This design comes from an exercise in tuning for small area and a short achievable clock period on the open sky130 flow, not from production work. Only simulation tests tie the RTL to the original design; equivalence was not proved. No driver is modelled on the clock port, so clocking that relies on it looks cheaper here than on a real chip.

==> flow/design.v (outline; a module is shown in full before it is edited, if it fits) <==
// module mac_top: 1697 lines
module mac_top #(
   parameter int A_WIDTH = 18,
   parameter int B_WIDTH = 18,
   parameter int P_WIDTH = 48
) (
   input  logic                      clk,
   input  logic                      rst_n,
   input  logic signed [A_WIDTH-1:0] data_a,
   input  logic signed [B_WIDTH-1:0] data_b,
   input  mac_pkg::mac_op_e          op,
   input  logic                      activate_mac,
   output logic signed [P_WIDTH-1:0] data_p,
   output logic                      p_valid
);
  // ...
==> flow/flow/run.sh <==
#!/bin/bash
# The standard layout, with these changes in how it is made:
# - Yosys's synth runs without its early ABC pass (-noabc), so the full
#   adders it extracts keep their polarity (no inverters between them);
# - the port buffers are the smallest buffer (buf_1) instead of the
#   default clkdlybuf4s50_1; every port is still buffered;
# - after CTS, flow/pq_clock_delay.tcl puts delay chains in front of the
#   result register's clock (useful skew for the register-to-register
#   multiply-add paths);
# - only the setup repair after global routing, the first that sees that
#   skew, is given a setup margin (flow/grt_margin.tcl).
export SYNTH_ARGS="-noabc"
export BUFFER_PORTS_ARGS="-buffer_cell sky130_fd_sc_hd__buf_1"
export POST_CTS_TCL="$PWD/flow/pq_clock_delay.tcl"
export PQ_DLY_CELLS="sky130_fd_sc_hd__clkdlybuf4s50_1 sky130_fd_sc_hd__clkdlybuf4s50_1 sky130_fd_sc_hd__clkdlybuf4s50_1"
export PQ_SKIP_BITS=8
export PQ_BUF_CELL=sky130_fd_sc_hd__clkbuf_8
export PRE_GLOBAL_ROUTE_TCL="$PWD/flow/grt_margin.tcl"
bash standard.sh > standard.log 2>&1
==> flow/flow/grt_margin.tcl <==
# Pre-global-route hook: the setup repair after global routing aims at
# 5.35 ns of slack. It is the first repair that sees the
# result register's delayed clock, so it is the only one given a margin.
set ::env(SETUP_SLACK_MARGIN) 5.35
==> flow/flow/pq_clock_delay.tcl <==
# Post-CTS hook: the result register p_q gets its clock through a short
# delay chain below each clock-tree leaf that drives it, so its clock
# arrives later than the operand registers'. This is useful skew for the
# operand -> result paths (the long multiply-add paths); the result
# register's own feedback path sees about the same delay at both ends.
# The low bits (below PQ_SKIP_BITS) keep the undelayed clock.
# The later repair steps (global route) see and repair the new timing.
set block [ord::get_db_block]
set db [ord::get_db]
set chain {}
foreach c $::env(PQ_DLY_CELLS) { lappend chain [$db findMaster $c] }
lappend chain [$db findMaster $::env(PQ_BUF_CELL)]
set groups [dict create]
set n 0
foreach inst [$block getInsts] {
  if {[regexp {^p_q\\?\[([0-9]+)} [$inst getName]] && [string match sky130_fd_sc_hd__df* [[$inst getMaster] getName]]} {
    incr n
    regexp {^p_q\\?\[([0-9]+)} [$inst getName] -> bit
    # the low result bits have short paths and ample setup slack: no delay
    if {$bit < $::env(PQ_SKIP_BITS)} { continue }
    set net [[$inst findITerm CLK] getNet]
    dict lappend groups [$net getName] $inst
  }
}
if {$n != 48} { error "pq_clock_delay: expected 48 result flops, found $n" }
set g 0
dict for {netname flops} $groups {
  set net [$block findNet $netname]
  set sx 0; set sy 0
  foreach f $flops {
    set bb [$f getBBox]
    set sx [expr {$sx + [$bb xMin]}]; set sy [expr {$sy + [$bb yMin]}]
  }
  set cx [expr {int($sx / [llength $flops])}]
  set cy [expr {int($sy / [llength $flops])}]
  set prev $net
  set k 0
  foreach m $chain {
    set inst [odb::dbInst_create $block $m "pq_clkdly_${g}_$k"]
    set out [odb::dbNet_create $block "pq_clk_${g}_$k"]
    $out setSigType CLOCK
    [$inst findITerm A] connect $prev
    [$inst findITerm X] connect $out
    $inst setLocation $cx $cy
    $inst setPlacementStatus PLACED
    set prev $out
    incr k
  }
  foreach f $flops {
    set it [$f findITerm CLK]
    $it disconnect
    $it connect $prev
  }
  puts "pq_clock_delay: group $g under $netname: [llength $flops] flops"
  incr g
}
global_connect
detailed_placement
check_placement -verbose
estimate_parasitics -placement
report_clock_skew
==> flow/standard.sh <==
#!/bin/bash
# synth_recipe.tcl (not shown) runs the flow's synth.tcl, then flattens the netlist and writes it again
# the make line also repeats each setting of config.mk as NAME=value (left out here)
make -C /OpenROAD-flow-scripts/flow DESIGN_CONFIG=/design/flow/config.mk WORK_HOME=/design/flow/orfs CLKGATE_MAP_FILE= SYNTH_SCRIPT=/design/flow/synth_recipe.tcl "${@:-finish}"
==> flow/config.mk <==
export PLATFORM = sky130hd
export DESIGN_NAME = mac_top
export DESIGN_NICKNAME = mac_top
export VERILOG_FILES = /design/flow/design.v
export SDC_FILE = /design/flow/constraint.sdc
export NUM_CORES = 4
export LEC_CHECK = 0
export ABC_AREA = 1
export CAP_MARGIN = 20
export CORE_MARGIN = 2
export CORE_UTILIZATION = 40
export HOLD_SLACK_MARGIN = 0.1
export SLEW_MARGIN = 20
==> flow/constraint.sdc <==
create_clock -name core_clock -period 10.0 [get_ports {clk}]
set_input_delay 2.0000 -clock core_clock [delete_from_list [all_inputs] [get_ports {clk}]]
set_output_delay 2.0000 -clock core_clock [all_outputs]
set_load 0.01 [all_outputs]
==> flow_metrics.env, run 1 <==
export IMPL_clk_latency_ps=1970
export IMPL_final_hold_viol_count=0
export IMPL_dpl_hpwl_um=22150
export IMPL_design_area_um2=13210
export IMPL_tapCellCount=384
export IMPL_synth_top_family_by_area="adder cells"
export IMPL_reg2reg_to="p_q[9]"
export IMPL_die_w_um=174.4
export IMPL_ys_ff_latch=97
export IMPL_synth_edf_count=0
export IMPL_worstSetupPathType="register to primary output"
export IMPL_utilization=0.4614
export IMPL_clock_fmax_mhz=220.4
export IMPL_via_count=9389
export IMPL_path_clk_slew_ps=100
export IMPL_hold_path_class="register to register"
export IMPL_cts_tree="built"
export IMPL_mostFrequentLayoutCells="194 x nand2_1, 193 x xor2_1, 153 x o22ai_1"
export IMPL_status="timing/DRC/antenna clean"
export IMPL_place_inst=1711
export IMPL_arrival_ps=2540
export IMPL_grt_max_degree=70
export IMPL_gr_usage_all_layers=0.2006
==> run 2, diff against run 1 <==
==> flow/flow/grt_margin.tcl (replaced) <==
# Pre-global-route hook: the setup repair after global routing aims at
# 5.45 ns of slack. It is the first repair that sees the
# result register's delayed clock, so it is the only one given a margin.
set ::env(SETUP_SLACK_MARGIN) 5.45
--- a/flow/config.mk
+++ b/flow/config.mk
@@ -10,4 +10,5 @@
 export CORE_MARGIN = 2
 export CORE_UTILIZATION = 40
+export CTS_BUF_LIST = sky130_fd_sc_hd__clkbuf_4 sky130_fd_sc_hd__clkbuf_8
 export HOLD_SLACK_MARGIN = 0.1
 export SLEW_MARGIN = 20
==> run 2 against run 1 <==
Against the previous run:
- area after synthesis stayed put
- design area is 1.3% higher
- critical path type unchanged
- clock skew is 27 ps higher
- utilization is 0.61 points higher
==> flow_metrics.env, run 2 <==
export IMPL_status="timing/DRC/antenna clean"
export IMPL_layout_commonest_cell="nand2_1"
export IMPL_worstPathRequired_ps=8000
export IMPL_final_layout_size_suffix_gt1_frac=0.09283
export IMPL_final_hold_viol_count=0
export IMPL_setup_tns_final_ps=0
export IMPL_syn_to_final_growth_pct=15.20
export IMPL_synth_edf_count=0
export IMPL_yosysWarnings=1
export IMPL_die_height_um=174.4
export IMPL_synth_top_cells_by_count="194 x nand2_1, 193 x xor2_1, 153 x o22ai_1"
export IMPL_synth_area_per_cell_um2=8.979
export IMPL_synthMuxAreaShare=0
export IMPL_grt_max_degree=70
export IMPL_ant_nets=0
export IMPL_synth_xor_xnor_area_share=0.1515
export IMPL_arrival_ps=2560
export IMPL_wl_um=30480
export IMPL_grt_pass1_vias=9520
export IMPL_first_pass_iters=6
export IMPL_finalCritPeriodShare=0.4558
export IMPL_antenna_cells=0
export IMPL_gr_usage_all_layers=0.2005
export IMPL_synth_top_family_by_area="adder cells"
export IMPL_maxCapViolations=0
export IMPL_rows=62
export IMPL_slowest_stage="dfrtp_1"
export IMPL_synth_most_common_cell="nand2_1"
export IMPL_yosysSeqAreaShare=0.1969
export IMPL_min_from="neg_q[8]"
export IMPL_synth_fa_ha_area_frac=0.3453
export IMPL_netlist_area_um2=11620
export IMPL_io_pins=90
export IMPL_clock_fmax_mhz=219.4
export IMPL_fill_cells=2753
export IMPL_mostFrequentLayoutCells="194 x nand2_1, 193 x xor2_1, 153 x o22ai_1"
export IMPL_synth_fp_nets=1565
export IMPL_cts_tree="built"
export IMPL_finalClockSkew_ps=1671
export IMPL_synth_ff_type="dfrtp_1"
export IMPL_worstHoldEndpoint="p_q[27]"
export IMPL_crit_path_start_kind="register"
export IMPL_path_clk_slew_ps=110
export IMPL_drc=0
export IMPL_setup_viol_count_final=0
export IMPL_ff2ff_setup_slack_ps=5610
export IMPL_yosysTopAreaCellShare=0.2602
export IMPL_synth_distinct_cells=38
export IMPL_largest_reg_flops=48
export IMPL_die_w_um=174.4
export IMPL_cp_end_kind="primary output"
export IMPL_grt_pass1_wl_um=48440
export IMPL_syn_inst=1294
export IMPL_critical_path_depth=1
export IMPL_ys_ff_latch=97
export IMPL_initial_core_util=0.4059
export IMPL_synthArstFlopShare=0.7113
export IMPL_dpl_hpwl_um=22150
export IMPL_synth_compound_area_frac=0.1148
export IMPL_r2r_start="a_q[8]"
export IMPL_reg2reg_to="p_q[33]"
export IMPL_crit_family="flip-flops"
export IMPL_routedWlPerCell_um=16.88
export IMPL_hold_ws_ps=38.38
export IMPL_cp_max_fo=2
export IMPL_synth_simple_area_share=0.1068
export IMPL_via_per_inst=5.255
export IMPL_drt_initial_drc_count=676
export IMPL_synthTopCellsByArea="fa_1 26%, dfrtp_1 15%, xor2_1 15%, ha_1 8.5%, o22ai_1 8.2%"
export IMPL_top_regs="p_q: 48 flops, a_q: 18 flops"
export IMPL_max_slew_worst_pin_slew_ps=946.2
export IMPL_synth_top_area_cell="fa_1"
export IMPL_worstSetupPathType="register to primary output"
export IMPL_layout_min_cycle_time_ps=4558
export IMPL_place_congestion=0.8631
export IMPL_r2r_cells=18
export IMPL_path_buf_inv=1
export IMPL_gr_total_overflow=0
export IMPL_clock_sinks=97
export IMPL_cp_cell_sequence="clkbuf_2"
export IMPL_layout_nets=1688
export IMPL_antenna_found_initial=0
export IMPL_clk_latency_ps=2010
export IMPL_worst_hold_path_num_cells=7
export IMPL_max_stage_delay_ps=430
export IMPL_largest_register="p_q"
export IMPL_slew_violations=0
export IMPL_dieArea_um2=30430
export IMPL_core_area_um2=28630
export IMPL_via_count=9490
export IMPL_max_slew_margin=0.3684
export IMPL_port_buffers=89
export IMPL_hold_path_class="register to register"
export IMPL_rsz0062_at_grt="true"
-- run 2: cell counts after synthesis --
Identical to the previous run, type by type.
-- run 2: cell type report, clock buffers not listed --
| class | instances | area [um2] | share of cell area |
|---|---|---|---|
| plain buffers | 24 | 262.8 | 0.01963 |
| repair buffers | 149 | 1005 | 0.07507 |
| inverters | 191 | 777.0 | 0.05805 |
| well taps | 384 | 480.5 | 0.03590 |
| flip-flops and latches | 97 | 2295 | 0.1714 |
| clock inverters | 7 | 93.84 | 0.007011 |
| multi-input cells | 945 | 8347 | 0.6236 |
-- run 2: cells by family (layout without fill, tap and decap cells) --
logic type,after synthesis,count (layout)
DFF,97,97
xor gates and xnor gates,201,201
AOI/OAI and AO/OA,217,217
buffers and inverters,252,380
adders and majority gates,230,230
and+or+nand+nor,297,297
-- run 2: per-stage QoR --
step | cells | cell area [um2] | util | worst slack, ps
after floorplan | 1294 | 11620 | - | 4555
after global placement | 1711 | 12210 | 0.4265 | 3924
after detailed placement | 1711 | 12210 | 0.4265 | 3866
after global routing | 1806 | 13380 | 0.4676 | 5340
final | 1806 | 13380 | 0.4676 | 5442
-- run 2: how the worst max path moves through the flow --
stage / slack, ps / end / start
6_report: 5440 / data_p[32] / p_q[32]
3_3_place_gp: 3920 / p_q[33] / neg_q[2]
2_1_floorplan: 4560 / p_q[33] / one_q[7]
3_5_place_dp: 3870 / p_q[33] / neg_q[2]
5_1_grt: 5340 / p_q[33] / a_q[9]
-- run 2: tightest hold or removal path: cells and delay by family, from the launching register on --
| family | cells | cell delay, ps |
|---|---|---|
| flops | 1 | 320 |
| xor+xnor | 2 | 290 |
| fa+ha+maj | 4 | 780 |
| buf+inv | 1 | 200 |
-- run 2: per-layer routing --
| metal | GRT usage | wire (um) | up-vias | share of wire |
|---|---|---|---|---|
| met2 | 0.3345 | 14710 | 353 | 0.48 |
| met4 | 0.07948 | 967 | 0 | 0.032 |
| li1 | - | - | 4427 | - |
| met3 | 0.03696 | 1977 | 63 | 0.065 |
| met5 | 0 | 0 | - | 0 |
| met1 | 0.2576 | 12820 | 4647 | 0.42 |
==> run 3, diff against run 2 <==
--- a/flow/flow/run.sh
+++ b/flow/flow/run.sh
@@ -13,5 +13,5 @@
 export BUFFER_PORTS_ARGS="-buffer_cell sky130_fd_sc_hd__buf_1"
 export POST_CTS_TCL="$PWD/flow/pq_clock_delay.tcl"
-export PQ_DLY_CELLS="sky130_fd_sc_hd__clkdlybuf4s50_1 sky130_fd_sc_hd__clkdlybuf4s50_1 sky130_fd_sc_hd__clkdlybuf4s50_1"
+export PQ_DLY_CELLS="sky130_fd_sc_hd__clkdlybuf4s50_1 sky130_fd_sc_hd__clkdlybuf4s50_1 sky130_fd_sc_hd__clkdlybuf4s50_1 sky130_fd_sc_hd__clkdlybuf4s15_1"
 export PQ_SKIP_BITS=8
 export PQ_BUF_CELL=sky130_fd_sc_hd__clkbuf_8
==> run 3 against run 2 <==
Against the previous run:
- worst hold slack got worse by 21 ps
- sequential share of layout area fell by 0.31 points
- design area rose by 1.6%
- critical path type unchanged
- critical path depth did not move
- area after synthesis did not move
==> flow_metrics.env, run 3 <==
export IMPL_status="timing/DRC/antenna clean"
export IMPL_port_buffers=89
export IMPL_final_layout_size_suffix_gt1_frac=0.07724
export IMPL_die_height_um=174.4
export IMPL_crit_path_start_kind="register"
export IMPL_yosysSeqAreaShare=0.1969
export IMPL_synth_top_cells_by_count="194 x nand2_1, 193 x xor2_1, 153 x o22ai_1"
export IMPL_first_pass_iters=5
export IMPL_max_slew_worst_pin_slew_ps=1130
export IMPL_layout_commonest_cell="nand2_1"
export IMPL_rsz0062_at_grt="true"
export IMPL_highest_layer="met4"
export IMPL_io_pins=90
export IMPL_largest_reg_flops=48
export IMPL_min_from="one_q[8]"
export IMPL_netlist_area_um2=11620
export IMPL_clk_latency_ps=2240
export IMPL_slew_violations=0
export IMPL_routedWlPerCell_um=16.90
export IMPL_drt_initial_drc_count=634
export IMPL_largest_register="p_q"
export IMPL_dr_wl_met3_um=1581
export IMPL_antenna_found_initial=0
export IMPL_syn_inst=1294
export IMPL_cp_cell_sequence="buf_6"
export IMPL_setup_viol_count_final=0
export IMPL_hold_path_class="register to register"
export IMPL_ant_nets=0
export IMPL_via_count=9634
export IMPL_finalCritPeriodShare=0.4766
export IMPL_cp_max_fo=2
export IMPL_ys_ff_latch=97
export IMPL_synth_top_area_cell="fa_1"
export IMPL_r2r_start="neg_q[7]"
export IMPL_path_clk_slew_ps=110
export IMPL_layout_nets=1716
export IMPL_yosysTopAreaCellShare=0.2602
export IMPL_clock_sinks=97
export IMPL_synth_area_per_cell_um2=8.979
export IMPL_utilization=0.4751
export IMPL_initial_core_util=0.4059
export IMPL_gr_total_overflow=0
export IMPL_worstSetupPathType="register to primary output"
export IMPL_finalClockSkew_ps=1901
export IMPL_place_congestion=0.8631
export IMPL_core_area_um2=28630
export IMPL_gr_usage_all_layers=0.2014
export IMPL_top_regs="p_q: 48 flops, a_q: 18 flops"
export IMPL_syn_to_final_growth_pct=17.05
export IMPL_die_w_um=174.4
export IMPL_dieArea_um2=30430
export IMPL_grt_max_degree=70
export IMPL_synth_distinct_cells=38
export IMPL_worstPathRequired_ps=8000
export IMPL_synth_ff_type="dfrtp_1"
export IMPL_antenna_cells=0
export IMPL_dpl_hpwl_um=22150
export IMPL_synth_fp_nets=1565
export IMPL_path_buf_inv=1
export IMPL_arrival_ps=2770
export IMPL_placed_cell_area_um2=12210
export IMPL_synthTopCellsByArea="fa_1 26%, dfrtp_1 15%, xor2_1 15%, ha_1 8.5%, o22ai_1 8.2%"
export IMPL_fill_cells=2735
export IMPL_max_slew_margin=0.2454
export IMPL_slowest_stage="dfrtp_1"
export IMPL_design_area_um2=13600
export IMPL_synth_edf_count=0
export IMPL_clock_fmax_mhz=209.8
export IMPL_drc=0
export IMPL_crit_family="flip-flops"
export IMPL_cts_tree="built"
export IMPL_mostFrequentLayoutCells="194 x nand2_1, 193 x xor2_1, 153 x o22ai_1"
export IMPL_crit_start="p_q[19]"
export IMPL_grt_pass1_vias=9591
export IMPL_hold_ws_ps=16.95
export IMPL_maxCapViolations=0
export IMPL_grt_pass1_wl_um=48660
export IMPL_synth_most_common_cell="nand2_1"
export IMPL_setup_tns_final_ps=0
export IMPL_wl_um=31000
export IMPL_layout_min_cycle_time_ps=4766
export IMPL_synthArstFlopShare=0.7113
export IMPL_met2_length_um=15070
export IMPL_max_stage_delay_ps=390
export IMPL_final_hold_viol_count=0
export IMPL_yosysWarnings=1
export IMPL_wl_met1_um=13340
export IMPL_rows=62
export IMPL_cp_end_kind="primary output"
export IMPL_via_per_inst=5.253
==> run 3: area by class of cell, clock buffers not listed <==
type | instances | area (um2) | area share
Multi-Input combinational cell | 945 | 8347 | 0.6138
Sequential cell | 97 | 2290 | 0.1684
Timing Repair Buffer | 171 | 1225 | 0.09007
Inverter | 191 | 716.9 | 0.05272
Tap cell | 384 | 480.5 | 0.03533
Buffer | 30 | 322.8 | 0.02374
Clock inverter | 7 | 93.84 | 0.006900
==> run 3: tightest hold or removal path, stage by stage, from the launching register on <==
cell     delay (ps)
dfrtp_1         400
nand2_1          80
xor2_1          430
fa_1            260
fa_1            180
fa_1            160
ha_1            160
fa_1            160
==> run 3: worst paths after layout <==
check / to / slack (ps) / cells past startpoint
hold / removal: p_q[16] / 20 / 7
setup reg to reg: p_q[33] / 5490 / 20
min in group asynchronous: p_q[14] / 240 / 2
hold reg to reg: p_q[16] / 20 / 7
setup / recovery: data_p[19] / 5230 / 1
max in group asynchronous: one_q[7] / 7350 / 3
==> run 3: metrics by stage <==
step	setup WS, ps	std cells
2_1_floorplan	4555	1294
5_1_grt	5146	1834
6_report	5234	1834
3_5_place_dp	3866	1711
3_3_place_gp	3924	1711
==> run 3: cells by family after synthesis <==
kind of cell	share of synthesized area
AOI/OAI and AO/OA	0.1148
xor gates and xnor gates	0.1515
adders and majority gates	0.3453
buffers and inverters	0.08475
DFF	0.1969
and+or+nand+nor	0.1068
==> run 3: metal layers <==
metal | vias up | track usage
li1 | 4486 | -
met1 | 4776 | 0.2576
met2 | 305 | 0.3342
met3 | 67 | 0.03850
met4 | 0 | 0.08438
met5 | - | 0
==> run 4, diff against run 3 <==
==> flow/flow/grt_margin.tcl (replaced) <==
# Pre-global-route hook: the setup repair after global routing aims at
# 5.6 ns of slack. It is the first repair that sees the
# result register's delayed clock, so it is the only one given a margin.
set ::env(SETUP_SLACK_MARGIN) 5.6
==> run 4 against run 3 <==
Against the previous run:
- sequential share of layout area is 0.20 points lower
- first-iteration DRC count is 6.0% higher
- die area stayed put
- critical path depth stayed put
- clock skew hardly changed
- area after synthesis stayed put
- setup slack better by 0.95 ps
- global-route usage stayed put
==> flow_metrics.env, run 4 <==
export IMPL_status="timing/DRC/antenna clean"
export IMPL_grt_pass1_wl_um=48660
export IMPL_first_pass_iters=5
export IMPL_cp_end_kind="primary output"
export IMPL_yosysSeqAreaShare=0.1969
export IMPL_initial_core_util=0.4059
export IMPL_antenna_found_initial=0
export IMPL_max_slew_margin=0.3678
export IMPL_yosysTopAreaCellShare=0.2602
export IMPL_worstSetupPathType="register to primary output"
export IMPL_arrival_ps=2770
export IMPL_syn_to_final_growth_pct=18.80
export IMPL_clock_fmax_mhz=209.9
export IMPL_die_w_um=174.4
export IMPL_setup_viol_count_final=0
export IMPL_synth_edf_count=0
export IMPL_synth_ff_type="dfrtp_1"
export IMPL_largest_register="p_q"
export IMPL_maxCapViolations=0
export IMPL_die_height_um=174.4
export IMPL_rsz0062_at_grt="true"
export IMPL_final_layout_size_suffix_gt1_frac=0.09228
export IMPL_antenna_cells=0
export IMPL_fill_cells=2717
export IMPL_cp_max_fo=2
export IMPL_top_regs="p_q: 48 flops, a_q: 18 flops"
export IMPL_dieArea_um2=30430
export IMPL_grt_max_degree=70
export IMPL_core_area_um2=28630
export IMPL_path_clk_slew_ps=110
export IMPL_layout_min_cycle_time_ps=4765
export IMPL_slowest_stage="dfrtp_1"
export IMPL_slew_violations=0
export IMPL_drc=0
export IMPL_clock_sinks=97
export IMPL_wl_um=31240
export IMPL_syn_inst=1294
export IMPL_finalClockSkew_ps=1901
export IMPL_synth_area_per_cell_um2=8.979
export IMPL_path_buf_inv=1
export IMPL_crit_family="flip-flops"
export IMPL_rows=62
export IMPL_routedWlPerCell_um=16.91
export IMPL_grt_pass1_vias=9591
export IMPL_largest_reg_flops=48
export IMPL_ff2ff_setup_slack_ps=5470
export IMPL_worstPathRequired_ps=8000
export IMPL_setup_tns_final_ps=0
export IMPL_io_pins=90
export IMPL_port_buffers=89
export IMPL_layout_nets=1729
export IMPL_cts_tree="built"
export IMPL_ant_nets=0
export IMPL_gr_total_overflow=0
export IMPL_layout_commonest_cell="nand2_1"
export IMPL_yosysWarnings=1
export IMPL_utilization=0.4822
export IMPL_clk_latency_ps=2240
export IMPL_dpl_hpwl_um=22150
export IMPL_place_congestion=0.8631
export IMPL_ys_ff_latch=97
export IMPL_mostFrequentLayoutCells="194 x nand2_1, 193 x xor2_1, 153 x o22ai_1"
export IMPL_synth_distinct_cells=38
export IMPL_netlist_area_um2=11620
export IMPL_synth_fp_nets=1565
export IMPL_max_slew_worst_pin_slew_ps=947.1
export IMPL_gr_usage_all_layers=0.2014
export IMPL_synth_most_common_cell="nand2_1"
export IMPL_hold_path_class="register to register"
export IMPL_synthTopCellsByArea="fa_1 26%, dfrtp_1 15%, xor2_1 15%, ha_1 8.5%, o22ai_1 8.2%"
export IMPL_cp_cell_sequence="buf_6"
export IMPL_drt_initial_drc_count=672
export IMPL_finalCritPeriodShare=0.4765
export IMPL_via_per_inst=5.236
export IMPL_max_stage_delay_ps=390
export IMPL_synthArstFlopShare=0.7113
export IMPL_synth_top_cells_by_count="194 x nand2_1, 193 x xor2_1, 153 x o22ai_1"
export IMPL_via_count=9670
export IMPL_final_hold_viol_count=0
export IMPL_synth_top_area_cell="fa_1"
export IMPL_crit_path_start_kind="register"
## run 4: cell counts after synthesis
No cell type changed its count.
## run 4: per-stage QoR
step	instances	setup slack (ps)	cell area [um2]	hold slack, ps
2_1_floorplan	1294	4555	11620	331.2
6_report	1847	5235	13800	15.10
5_1_grt	1847	5146	13800	113.4
3_3_place_gp	1711	3924	12210	391.7
3_5_place_dp	1711	3866	12210	389.9
## run 4: cell type report, clock buffers not listed
cell class / count / area (um2) / share of cell area
multi-input cells: 945 / 8347 / 0.6047
flip-flops and latches: 97 / 2296 / 0.1663
repair buffers: 184 / 1355 / 0.09817
inverters: 191 / 784.5 / 0.05683
well taps: 384 / 480.5 / 0.03481
plain buffers: 30 / 322.8 / 0.02339
clock inverters: 7 / 93.84 / 0.006798
## run 4: metal layers
| layer | vias up | share of wire | global-route usage |
|---|---|---|---|
| met1 | 4746 | 0.42 | 0.2576 |
| met2 | 347 | 0.48 | 0.3342 |
| met3 | 73 | 0.064 | 0.03850 |
| met4 | 0 | 0.032 | 0.08438 |
| met5 | - | 0 | 0 |
| li1 | 4504 | - | - |
## run 4: cell families after synthesis
logic type / Yosys count / share of synthesized area
simple gates: 297 / 0.1068
fa+ha+maj: 230 / 0.3453
flops: 97 / 0.1969
buf+inv: 252 / 0.08475
xor+xnor: 201 / 0.1515
compound gates: 217 / 0.1148
## run 4: final timing paths
path	from	endpoint	cells past startpoint
worst max register to register	neg_q[3]	p_q[33]	19
worst max-delay path	p_q[19]	data_p[19]	1
worst min register to register	one_q[7]	p_q[16]	7
min in group asynchronous	rst_n	p_q[14]	2
worst min-delay path	one_q[7]	p_q[16]	7
max in group asynchronous	rst_n	one_q[7]	3
==> run 5, diff against run 4 <==
--- a/flow/flow/run.sh
+++ b/flow/flow/run.sh
@@ -13,5 +13,5 @@
 export BUFFER_PORTS_ARGS="-buffer_cell sky130_fd_sc_hd__buf_1"
 export POST_CTS_TCL="$PWD/flow/pq_clock_delay.tcl"
-export PQ_DLY_CELLS="sky130_fd_sc_hd__clkdlybuf4s50_1 sky130_fd_sc_hd__clkdlybuf4s50_1 sky130_fd_sc_hd__clkdlybuf4s50_1 sky130_fd_sc_hd__clkdlybuf4s15_1"
+export PQ_DLY_CELLS="sky130_fd_sc_hd__clkdlybuf4s50_1 sky130_fd_sc_hd__clkdlybuf4s50_1 sky130_fd_sc_hd__clkdlybuf4s25_1"
 export PQ_SKIP_BITS=8
 export PQ_BUF_CELL=sky130_fd_sc_hd__clkbuf_8
==> run 5 against run 4 <==
Against the previous run:
- first-iteration DRC count rose by 18%
- worst hold slack better by 29 ps
- die area unchanged
- register-to-register slack gained 230 ps
- critical path type unchanged
- still clean on timing, DRC and antenna
- area after synthesis did not move
- setup slack gained 450 ps
- maximum frequency grew 10%
- largest cell class unchanged
- critical endpoint is now data_p[32]
==> flow_metrics.env, run 5 <==
export IMPL_arrival_ps=2320
export IMPL_largest_register="p_q"
export IMPL_placed_cell_area_um2=12210
export IMPL_synth_top_area_cell="fa_1"
export IMPL_synthArstFlopShare=0.7113
export IMPL_cts_tree="built"
export IMPL_crit_path_start_kind="register"
export IMPL_design_area_um2=14310
export IMPL_synth_top_cells_by_count="194 x nand2_1, 193 x xor2_1, 153 x o22ai_1"
export IMPL_ant_nets=0
export IMPL_max_slew_worst_pin_slew_ps=627.2
export IMPL_grt_max_degree=70
export IMPL_synth_top_family_by_area="adder cells"
export IMPL_die_height_um=174.4
export IMPL_fill_cells=2650
export IMPL_cp_max_fo=2
export IMPL_layout_nets=1801
export IMPL_final_layout_size_suffix_gt1_frac=0.1844
export IMPL_drc=0
export IMPL_final_hold_viol_count=0
export IMPL_setup_viol_count_final=0
export IMPL_hold_path_class="register to register"
export IMPL_routedWlPerCell_um=16.89
export IMPL_grt_pass1_vias=9520
export IMPL_worstPathRequired_ps=8000
export IMPL_dpl_hpwl_um=22150
export IMPL_die_w_um=174.4
export IMPL_synth_compound_area_frac=0.1148
export IMPL_finalClockSkew_ps=1447
export IMPL_synth_most_common_cell="nand2_1"
export IMPL_synth_simple_area_share=0.1068
export IMPL_synth_fa_ha_area_frac=0.3453
export IMPL_synthMuxAreaShare=0
export IMPL_largest_reg_flops=48
export IMPL_gr_total_overflow=0
export IMPL_rsz0062_at_grt="true"
export IMPL_first_pass_iters=5
export IMPL_top_usage_layer="met2"
export IMPL_finalCritPeriodShare=0.4320
export IMPL_io_pins=90
export IMPL_met2_usage=0.3345
export IMPL_max_slew_margin=0.5710
export IMPL_synthTopCellsByArea="fa_1 26%, dfrtp_1 15%, xor2_1 15%, ha_1 8.5%, o22ai_1 8.2%"
export IMPL_status="timing/DRC/antenna clean"
export IMPL_clock_fmax_mhz=231.5
export IMPL_port_buffers=89
export IMPL_mostFrequentLayoutCells="194 x nand2_1, 193 x xor2_1, 151 x fa_1"
export IMPL_gr_usage_all_layers=0.2005
export IMPL_drt_initial_drc_count=795
export IMPL_synth_xor_xnor_area_share=0.1515
export IMPL_slowest_stage="dfrtp_1"
export IMPL_top_regs="p_q: 48 flops, a_q: 18 flops"
export IMPL_met3_usage=0.03696
export IMPL_yosysWarnings=1
export IMPL_path_clk_slew_ps=120
export IMPL_synth_edf_count=0
export IMPL_syn_inst=1294
export IMPL_layout_min_cycle_time_ps=4320
export IMPL_synth_ff_type="dfrtp_1"
export IMPL_slew_violations=0
export IMPL_layout_commonest_cell="nand2_1"
export IMPL_antenna_found_initial=0
export IMPL_via_count=10087
export IMPL_max_stage_delay_ps=420
export IMPL_clk_latency_ps=1790
export IMPL_initial_core_util=0.4059
export IMPL_synth_distinct_cells=38
export IMPL_syn_to_final_growth_pct=23.13
export IMPL_via_per_inst=5.256
export IMPL_synth_fp_nets=1565
export IMPL_path_buf_inv=1
export IMPL_core_area_um2=28630
export IMPL_netlist_area_um2=11620
export IMPL_worstSetupPathType="register to primary output"
export IMPL_cp_cell_sequence="clkbuf_2"
export IMPL_wl_um=32400
export IMPL_met1_usage=0.2576
export IMPL_setup_tns_final_ps=0
export IMPL_dieArea_um2=30430
export IMPL_ys_ff_latch=97
export IMPL_rows=62
export IMPL_yosysSeqAreaShare=0.1969
export IMPL_place_congestion=0.8631
export IMPL_yosysTopAreaCellShare=0.2602
export IMPL_synth_area_per_cell_um2=8.979
export IMPL_clock_sinks=97
export IMPL_maxCapViolations=0
export IMPL_cp_end_kind="primary output"
export IMPL_grt_pass1_wl_um=48440
export IMPL_crit_family="flip-flops"
export IMPL_antenna_cells=0
[run 5: cell counts after synthesis]
No cell type changed its count.
[run 5: layout make-up, clock buffers not listed]
cell class	count	area (um2)	share of cell area
well taps	384	480.5	0.03358
flip-flops and latches	97	2322	0.1623
multi-input cells	945	8384	0.5861
clock inverters	7	93.84	0.006559
plain buffers	24	262.8	0.01837
repair buffers	251	1725	0.1206
repair inverters	11	57.56	0.004023
inverters	191	855.8	0.05982
[run 5: worst reg2reg max path, cell delays in order, from the launching register on]
cell        delay, ps
dfxtp_1           400
clkinvlp_4        260
o22ai_1           280
xor2_1            230
fa_1              530
fa_1              480
fa_1              440
fa_1              480
fa_1              400
fa_1              400
ha_1              330
nand2_1            90
nand2_1           100
a21oi_2           190
nand2_4           120
a21oi_4           160
nand2_4           120
fa_1              390
xor2_1            150
[run 5: cell families (layout without fill, tap and decap cells)]
logic type               Yosys count  after routing
adder cells (fa/ha/maj)          230            230
buffers and inverters            252            493
AO/OA/AOI/OAI                    217            217
AND/OR/NAND/NOR                  297            297
XOR/XNOR                         201            201
flip-flops                        97             97
[run 5: path summary, 6_finish.rpt]
check / start / end / slack [ps] / cells after the start
worst max register to register: a_q[14] / p_q[33] / 5700 / 18
worst min register to register: kp_q / p_q[10] / 40 / 7
max in group asynchronous: rst_n / one_q[7] / 7870 / 2
worst min-delay path: kp_q / p_q[10] / 40 / 7
min in group asynchronous: rst_n / p_q[15] / 150 / 1
worst max-delay path: p_q[32] / data_p[32] / 5680 / 1
[run 5: per-stage QoR]
stage                     setup WS, ps  cells    util  hold slack, ps
after floorplan                   4555   1294       -           331.2
after global placement            3924   1711  0.4265           391.7
after detailed placement          3866   1711  0.4265           389.9
after global routing              5581   1919  0.4998           119.1
final                             5680   1919  0.4998           44.11
[run 5: per-layer routing]
layer | vias to the layer above | wire [um]
met5 | - | 0
met4 | 0 | 1296
met3 | 93 | 2191
met2 | 438 | 15560
met1 | 4907 | 13360
li1 | 4649 | -
==> run 6, diff against run 5 <==
--- a/flow/flow/run.sh
+++ b/flow/flow/run.sh
@@ -5,5 +5,5 @@
 # - the port buffers are the smallest buffer (buf_1) instead of the
 #   default clkdlybuf4s50_1; every port is still buffered;
-# - after CTS, flow/pq_clock_delay.tcl puts delay chains in front of the
+# - after CTS, flow/pq_clock_delay.tcl puts a delay chain in front of the
 #   result register's clock (useful skew for the register-to-register
 #   multiply-add paths);
@@ -13,6 +13,7 @@
 export BUFFER_PORTS_ARGS="-buffer_cell sky130_fd_sc_hd__buf_1"
 export POST_CTS_TCL="$PWD/flow/pq_clock_delay.tcl"
-export PQ_DLY_CELLS="sky130_fd_sc_hd__clkdlybuf4s50_1 sky130_fd_sc_hd__clkdlybuf4s50_1 sky130_fd_sc_hd__clkdlybuf4s25_1"
+export PQ_DLY_CELLS="sky130_fd_sc_hd__clkdlybuf4s50_1 sky130_fd_sc_hd__clkdlybuf4s50_1 sky130_fd_sc_hd__clkdlybuf4s50_1"
 export PQ_SKIP_BITS=8
+export PQ_DRV_CELL=sky130_fd_sc_hd__clkbuf_4
 export PQ_BUF_CELL=sky130_fd_sc_hd__clkbuf_8
 export PRE_GLOBAL_ROUTE_TCL="$PWD/flow/grt_margin.tcl"
==> flow/flow/grt_margin.tcl (replaced) <==
# Pre-global-route hook: the setup repair after global routing aims at
# 5.35 ns of slack. It is the first repair that sees the
# result register's delayed clock, so it is the only one given a margin.
set ::env(SETUP_SLACK_MARGIN) 5.35
==> flow/flow/pq_clock_delay.tcl (replaced) <==
# Post-CTS hook: the result register p_q (bits PQ_SKIP_BITS and up) gets
# its clock later than the operand registers. This is useful skew for the
# operand -> result paths (the long multiply-add paths); the result
# register's own feedback path sees about the same delay at both ends,
# and the low result bits, with short paths and ample slack, keep the
# undelayed clock. One delay chain (PQ_DLY_CELLS, then PQ_DRV_CELL) hangs
# off the clock root; below it, one PQ_BUF_CELL per clock-tree leaf drives
# that leaf's delayed flops. The later repair steps see the new timing.
set block [ord::get_db_block]
set db [ord::get_db]
set groups [dict create]
set n 0
set sx 0; set sy 0; set m 0
foreach inst [$block getInsts] {
  if {[regexp {^p_q\\?\[([0-9]+)} [$inst getName] -> bit] && [string match sky130_fd_sc_hd__df* [[$inst getMaster] getName]]} {
    incr n
    if {$bit < $::env(PQ_SKIP_BITS)} { continue }
    set net [[$inst findITerm CLK] getNet]
    dict lappend groups [$net getName] $inst
    set bb [$inst getBBox]
    set sx [expr {$sx + [$bb xMin]}]; set sy [expr {$sy + [$bb yMin]}]; incr m
  }
}
if {$n != 48} { error "pq_clock_delay: expected 48 result flops, found $n" }
# the clock root net: the net that drives the first leaf buffer
set leafnet [$block findNet [lindex [dict keys $groups] 0]]
set leafbuf [[$leafnet getFirstOutput] getInst]
set rootnet [[$leafbuf findITerm A] getNet]
puts "pq_clock_delay: root net [$rootnet getName]"
proc pq_add {block master name innet x y} {
  set inst [odb::dbInst_create $block $master $name]
  set out [odb::dbNet_create $block "${name}_clk"]
  $out setSigType CLOCK
  [$inst findITerm A] connect $innet
  [$inst findITerm X] connect $out
  $inst setLocation $x $y
  $inst setPlacementStatus PLACED
  return $out
}
set cx [expr {int($sx / $m)}]; set cy [expr {int($sy / $m)}]
set prev $rootnet
set k 0
foreach c [concat $::env(PQ_DLY_CELLS) $::env(PQ_DRV_CELL)] {
  set prev [pq_add $block [$db findMaster $c] "pq_clkdly_$k" $prev $cx $cy]
  incr k
}
set g 0
dict for {netname flops} $groups {
  set gx 0; set gy 0
  foreach f $flops {
    set bb [$f getBBox]
    set gx [expr {$gx + [$bb xMin]}]; set gy [expr {$gy + [$bb yMin]}]
  }
  set gx [expr {int($gx / [llength $flops])}]
  set gy [expr {int($gy / [llength $flops])}]
  set out [pq_add $block [$db findMaster $::env(PQ_BUF_CELL)] "pq_clkbuf_$g" $prev $gx $gy]
  foreach f $flops {
    set it [$f findITerm CLK]
    $it disconnect
    $it connect $out
  }
  puts "pq_clock_delay: group $g (from $netname): [llength $flops] flops"
  incr g
}
global_connect
detailed_placement
check_placement -verbose
estimate_parasitics -placement
report_clock_skew
==> run 6 against run 5 <==
Against the previous run:
- worst hold slack worse by 6.1 ps
- routed wire length shrank 5.2%
- design area is 6.8% lower
- cell count fell by 5.8%
- sequential cell count is the same
- utilization down 3.4 points
==> flow_metrics.env, run 6 <==
export IMPL_crit_family="flip-flops"
export IMPL_ant_nets=0
export IMPL_synth_edf_count=0
export IMPL_slew_violations=0
export IMPL_final_hold_viol_count=0
export IMPL_clk_latency_ps=2200
export IMPL_crit_path_start_kind="register"
export IMPL_io_pins=90
export IMPL_slowest_stage="dfrtp_1"
export IMPL_routedWlPerCell_um=16.98
export IMPL_final_layout_size_suffix_gt1_frac=0.07865
export IMPL_dpl_hpwl_um=22150
export IMPL_path_clk_slew_ps=100
export IMPL_clock_sinks=97
export IMPL_synth_top_area_cell="fa_1"
export IMPL_ys_ff_latch=97
export IMPL_cp_max_fo=2
export IMPL_place_congestion=0.8631
export IMPL_first_pass_iters=5
export IMPL_synthArstFlopShare=0.7113
export IMPL_cp_end_kind="primary output"
export IMPL_setup_tns_final_ps=0
export IMPL_core_area_um2=28630
export IMPL_dieArea_um2=30430
export IMPL_maxCapViolations=0
export IMPL_synthMuxAreaShare=0
export IMPL_clock_fmax_mhz=209.6
export IMPL_synth_simple_area_share=0.1068
export IMPL_layout_nets=1690
export IMPL_worstSetupPathType="register to primary output"
export IMPL_mostFrequentLayoutCells="194 x nand2_1, 193 x xor2_1, 153 x o22ai_1"
export IMPL_largest_reg_flops=48
export IMPL_synth_distinct_cells=38
export IMPL_synth_area_per_cell_um2=8.979
export IMPL_hold_path_class="register to register"
export IMPL_path_buf_inv=1
export IMPL_place_inst=1711
export IMPL_yosysTopAreaCellShare=0.2602
export IMPL_synth_top_cells_by_count="194 x nand2_1, 193 x xor2_1, 153 x o22ai_1"
export IMPL_worstPathRequired_ps=8000
export IMPL_antenna_cells=0
export IMPL_grt_pass1_vias=9354
export IMPL_layout_commonest_cell="nand2_1"
export IMPL_gr_total_overflow=0
export IMPL_antenna_found_initial=0
export IMPL_max_slew_margin=0.2554
export IMPL_preCtsSetupSlack_ps=3866
export IMPL_drt_initial_drc_count=762
export IMPL_grt_max_degree=70
export IMPL_synth_top_family_by_area="adder cells"
export IMPL_rows=62
export IMPL_syn_to_final_growth_pct=14.74
export IMPL_cts_tree="built"
export IMPL_layout_min_cycle_time_ps=4771
export IMPL_die_height_um=174.4
export IMPL_rsz0062_at_grt="true"
export IMPL_max_stage_delay_ps=430
export IMPL_via_per_inst=5.243
export IMPL_setup_ws_ps=5229
export IMPL_status="timing/DRC/antenna clean"
export IMPL_utilization=0.4657
export IMPL_synth_xor_xnor_area_share=0.1515
export IMPL_yosysWarnings=1
export IMPL_finalCritPeriodShare=0.4771
export IMPL_drc=0
export IMPL_gr_usage_all_layers=0.2001
export IMPL_synth_fp_nets=1565
export IMPL_synth_compound_area_frac=0.1148
export IMPL_synth_most_common_cell="nand2_1"
export IMPL_initial_core_util=0.4059
export IMPL_synthTopCellsByArea="fa_1 26%, dfrtp_1 15%, xor2_1 15%, ha_1 8.5%, o22ai_1 8.2%"
export IMPL_yosysSeqAreaShare=0.1969
export IMPL_synth_fa_ha_area_frac=0.3453
export IMPL_wl_um=30700
export IMPL_arrival_ps=2770
export IMPL_die_w_um=174.4
export IMPL_port_buffers=89
export IMPL_cp_cell_sequence="clkbuf_2"
export IMPL_setup_viol_count_final=0
export IMPL_via_count=9480
export IMPL_syn_inst=1294
export IMPL_synth_ff_type="dfrtp_1"
export IMPL_grt_pass1_wl_um=48240
export IMPL_largest_register="p_q"
export IMPL_netlist_area_um2=11620
export IMPL_finalClockSkew_ps=1851
export IMPL_top_regs="p_q: 48 flops, a_q: 18 flops"
export IMPL_max_slew_worst_pin_slew_ps=1115
export IMPL_final_instance_count_excl_fill=1808
[run 6: cell counts after synthesis]
Identical to the previous run, type by type.
[run 6: logic make-up (layout without fill, tap and decap cells)]
group | count (synthesis) | after routing
and+or+nand+nor | 297 | 297
AOI/OAI and AO/OA | 217 | 217
xor gates and xnor gates | 201 | 201
DFF | 97 | 97
adders and majority gates | 230 | 230
buffers and inverters | 252 | 382
[run 6: cell type report, clock buffers not listed]
class                   count  area (um2)
inverters                 191       716.9
repair buffers            165        1160
multi-input cells         945        8347
fillers                  2769       15290
well taps                 384       480.5
clock inverters             7       93.84
flip-flops and latches     97        2290
plain buffers              10       120.1
[run 6: through the flow]
stage          hold slack (ps)  instance area [um2]
2_1_floorplan            331.2                11620
3_3_place_gp             391.7                12210
3_5_place_dp             389.9                12210
5_1_grt                  93.10                13330
6_report                 38.05                13330
[run 6: worst paths after layout]
kind	startpoint	cells past startpoint	end	slack (ps)
max in group asynchronous	rst_n	3	one_q[7]	7350
max reg2reg	neg_q[3]	18	p_q[33]	5530
max	p_q[32]	1	data_p[32]	5230
min in group asynchronous	rst_n	2	p_q[14]	300
min reg2reg	a_q[13]	8	p_q[29]	40
min	a_q[13]	8	p_q[29]	40
[run 6: metal layers]
metal / track usage / wire [um] / up-vias
met5: 0 / 0 / -
met4: 0.08193 / 981 / 0
met3: 0.03696 / 1803 / 62
met2: 0.3325 / 14720 / 308
met1: 0.2571 / 13190 / 4682
li1: - / - / 4428

[port drivers added, routing unchanged]
Ports are ideal in the flow. The routed layouts listed here were re-timed in OpenROAD.
Step 1: set_driving_cell puts a clkbuf_16 on clk and a buf_2 on each other input, an assumption about the parent block.
Step 2, shift: input delay + t, output delay - t, t = (earliest + latest rising clock arrival at the registers) / 2. This alone moves slack from input paths to output paths.
Three values: ideal ports, drivers, drivers and shift; two values: the first two.
| run | t, ns | setup slack, ns | hold WS [ns] | latest minus earliest clock arrival (ns) |
|---|---|---|---|---|
| run 1 | 1.201 | 5.464 / 5.414 / 5.544 | 0.067 / 0.067 / 0.067 | 1.644 / 1.644 |
| run 2 | 1.226 | 5.442 / 5.395 / 5.615 | 0.038 / 0.038 / 0.038 | 1.671 / 1.671 |
| run 3 | 1.341 | 5.234 / 5.187 / 5.491 | 0.017 / 0.017 / 0.017 | 1.901 / 1.901 |
| run 4 | 1.340 | 5.235 / 5.187 / 5.469 | 0.015 / 0.015 / 0.015 | 1.901 / 1.901 |
| run 5 | 1.117 | 5.680 / 5.632 / 5.700 | 0.044 / 0.044 / 0.044 | 1.447 / 1.447 |
| run 6 | 1.317 | 5.229 / 5.182 / 5.527 | 0.038 / 0.038 / 0.038 | 1.851 / 1.850 |
In every run listed the clock reaches the registers at very different times; t lies between them, and the last value is a rough guide only.
